Context: an optimization exercise on an open-source flow, tuned for small area. The choices shown serve that exercise and are no tape-out recipe.
Function was checked by simulation only, so behaviour that the tests miss may differ from the original.
Power figures rest on the tool's default switching activity, not on a simulated workload. No driver is modelled on the clock port, so clocking that relies on it looks cheaper here than on a real chip.

==> module vexec_unit, before the edit <==
module vexec_unit
(
   input  wire         clk,
   input  wire         reset,
   input  wire         opcode_vld,
   input  wire  [31:0] opcode0,
   input  wire  [31:0] opcode1,
   output logic        inst_buff_full,
   output logic        ls_req_vld,
   output logic        ls_req_access_type,
   output logic [31:0] ls_req_access_length,
   output logic [4:0]  ls_req_vec_reg_ptr,
   output logic [31:0] ls_req_addr,
   input  wire         load_store_busy
);
   logic [31:0] ring [16];
   logic [31:0] vec_len;
   logic [3:0]  cnt;
   logic        clr;
   logic        phase;
   logic        pend;
   logic [3:0]  pdst;
   logic [31:0] w;
   logic [7:0]  op;
   logic        is_ls;
   logic        is_mtc;
   logic        is_mfc;
   logic        is_mov;
   logic [3:0]  idx;
   logic        match;
   logic        active;
   logic        done;
   logic        wr_imm;
   logic        wr_vl;
   logic        ld_vl;
   logic [31:0] rin;
   assign w      = phase ? opcode1 : opcode0;
   assign op     = w[31:24];
   assign is_ls  = (op == 8'd1) || (op == 8'd2);
   assign is_mtc = (op == 8'd3);
   assign is_mfc = (op == 8'd4);
   assign is_mov = (op == 8'd5);
   assign idx    = pend ? pdst : (is_mfc ? w[19:16] : w[11:8]);
   assign match  = (cnt == idx);
   assign active = opcode_vld && !clr;
   always_comb begin
      if (pend) begin
         done = match;
      end else if (is_ls) begin
         done = match && !load_store_busy;
      end else if (is_mtc || is_mfc) begin
         done = match;
      end else begin
         done = 1'b1;
      end
      done = done && active;
   end
   assign wr_imm = active && pend && match;
   assign wr_vl  = clr || (active && !pend && is_mfc && match);
   assign ld_vl  = active && !pend && is_mtc && match;
   assign rin    = wr_imm ? w : (wr_vl ? vec_len : ring[0]);
   assign inst_buff_full = !(phase && done);
   always_ff @(posedge clk) begin
      for (int i = 0; i < 15; i++) begin
         ring[i] <= ring[i+1];
      end
      ring[15] <= rin;
   end
   always_ff @(posedge clk or negedge reset) begin
      if (!reset) begin
         cnt     <= '0;
         clr     <= 1'b1;
         phase   <= 1'b0;
         pend    <= 1'b0;
         pdst    <= '0;
         vec_len <= '0;
      end else begin
         cnt <= cnt + 1'b1;
         if (cnt == 4'd15) begin
            clr <= 1'b0;
         end
         if (done) begin
            phase <= !phase;
         end
         if (ld_vl) begin
            vec_len <= ring[0];
         end
         if (active) begin
            if (pend) begin
               if (match) begin
                  pend <= 1'b0;
               end
            end else if (is_mov) begin
               pend <= 1'b1;
               pdst <= w[19:16];
            end
         end
      end
   end
   assign ls_req_vld           = active && !pend && is_ls && match && !load_store_busy;
   assign ls_req_access_type   = w[25];
   assign ls_req_access_length = vec_len;
   assign ls_req_vec_reg_ptr   = w[20:16];
   assign ls_req_addr          = ring[0];
endmodule
export LEC_CHECK = 0
export CAP_MARGIN = 20
export CORE_MARGIN = 2
export CORE_UTILIZATION = 65
export SLEW_MARGIN = 20
create_clock -name core_clock -period 5.0 [get_ports {clk}]
standard.sh (not shown) runs the stock make flow with config.mk's settings and CLKGATE_MAP_FILE= SYNTH_SCRIPT=/design/flow/synth_recipe.tcl, a recipe that flattens the netlist after the stock synthesis.
==> flow/flow/run.sh <==
#!/bin/bash
# Standard ORFS layout with two changes: ports are buffered with the
# smallest buffer, and CTS clusters more sinks per buffer without dummy loads.
set -euo pipefail
bash standard.sh \
  "BUFFER_PORTS_ARGS=-buffer_cell sky130_fd_sc_hd__buf_1" \
  "CTS_ARGS=-sink_clustering_enable -repair_clock_nets -dont_use_dummy_load -sink_clustering_size 30 -sink_clustering_max_diameter 80 -buf_list {sky130_fd_sc_hd__clkbuf_8 sky130_fd_sc_hd__clkbuf_16}" \
  finish > standard_flow.log 2>&1
Rerun with:
--- a/flow/design.v
+++ b/flow/design.v
@@ -16,13 +16,15 @@
    input  wire         load_store_busy
 );
    logic [31:0] ring [16];
    logic [31:0] vec_len;
+   logic [31:0] addr_q;
    logic [3:0]  cnt;
    logic        clr;
    logic        phase;
    logic        pend;
    logic [3:0]  pdst;
+   logic        rq;
    logic [31:0] w;
    logic [7:0]  op;
    logic        is_ls;
    logic        is_mtc;
@@ -33,8 +35,9 @@
    logic        active;
    logic        done;
    logic        wr_imm;
    logic        wr_vl;
+   logic        issue;
    logic        ld_vl;
    logic [31:0] rin;
    assign w      = phase ? opcode1 : opcode0;
    assign op     = w[31:24];
@@ -48,9 +51,9 @@
    always_comb begin
       if (pend) begin
          done = match;
       end else if (is_ls) begin
-         done = match && !load_store_busy;
+         done = rq && !load_store_busy;
       end else if (is_mtc || is_mfc) begin
          done = match;
       end else begin
          done = 1'b1;
@@ -58,24 +61,29 @@
       done = done && active;
    end
    assign wr_imm = active && pend && match;
    assign wr_vl  = clr || (active && !pend && is_mfc && match);
+   assign issue  = active && !pend && is_ls && !rq && match;
    assign ld_vl  = active && !pend && is_mtc && match;
    assign rin    = wr_imm ? w : (wr_vl ? vec_len : ring[0]);
    assign inst_buff_full = !(phase && done);
    always_ff @(posedge clk) begin
       for (int i = 0; i < 15; i++) begin
          ring[i] <= ring[i+1];
       end
       ring[15] <= rin;
+      if (issue) begin
+         addr_q <= ring[0];
+      end
    end
    always_ff @(posedge clk or negedge reset) begin
       if (!reset) begin
          cnt     <= '0;
          clr     <= 1'b1;
          phase   <= 1'b0;
          pend    <= 1'b0;
          pdst    <= '0;
+         rq      <= 1'b0;
          vec_len <= '0;
       end else begin
          cnt <= cnt + 1'b1;
          if (cnt == 4'd15) begin
@@ -96,13 +104,18 @@
                pend <= 1'b1;
                pdst <= w[19:16];
             end
          end
+         if (issue) begin
+            rq <= 1'b1;
+         end else if (rq && !load_store_busy) begin
+            rq <= 1'b0;
+         end
       end
    end
-   assign ls_req_vld           = active && !pend && is_ls && match && !load_store_busy;
+   assign ls_req_vld           = rq;
    assign ls_req_access_type   = w[25];
    assign ls_req_access_length = vec_len;
    assign ls_req_vec_reg_ptr   = w[20:16];
-   assign ls_req_addr          = ring[0];
+   assign ls_req_addr          = addr_q;
 endmodule
 `default_nettype wire
The new run finished with timing, DRC and antenna clean.
Clock-buffer cell count went up by 1.
Utilization went down by 0.31 points.
Register-to-register slack improves by 100 ps.
Setup slack improves by 230 ps.
Worst hold slack improves by 38 ps.
Total power went up by 5.5%.
Sequential power went up by 6.1%.
Sequential cell count went up by 33.
Critical path depth went up by 1.

what the ideal ports hide:
Ports are ideal in the flow. The routed layouts listed here were re-timed in OpenROAD. Step 1 sets driving cells, clkbuf_16 on the clock port and buf_2 on the other inputs (assumed; they add their load-dependent delay and slew). Step 2 moves the port delays by t, midway between the first and last clock arrival at a register: inputs arrive t later, outputs are due t later. That takes back most of the time a late clock gives input paths. Slacks: no drivers / after step 1 / after step 2; pairs: no drivers / after step 1.
| run | shift t [ns] | setup slack, ns | worst register clock-pin slew, ns |
|---|---|---|---|
| the first run | 0.560 | 0.174 / 0.128 / 0.353 | 0.11 / 0.11 |
| the second run | 0.574 | 0.402 / 0.353 / 0.504 | 0.11 / 0.11 |
After both steps setup and hold are still met in every run listed.
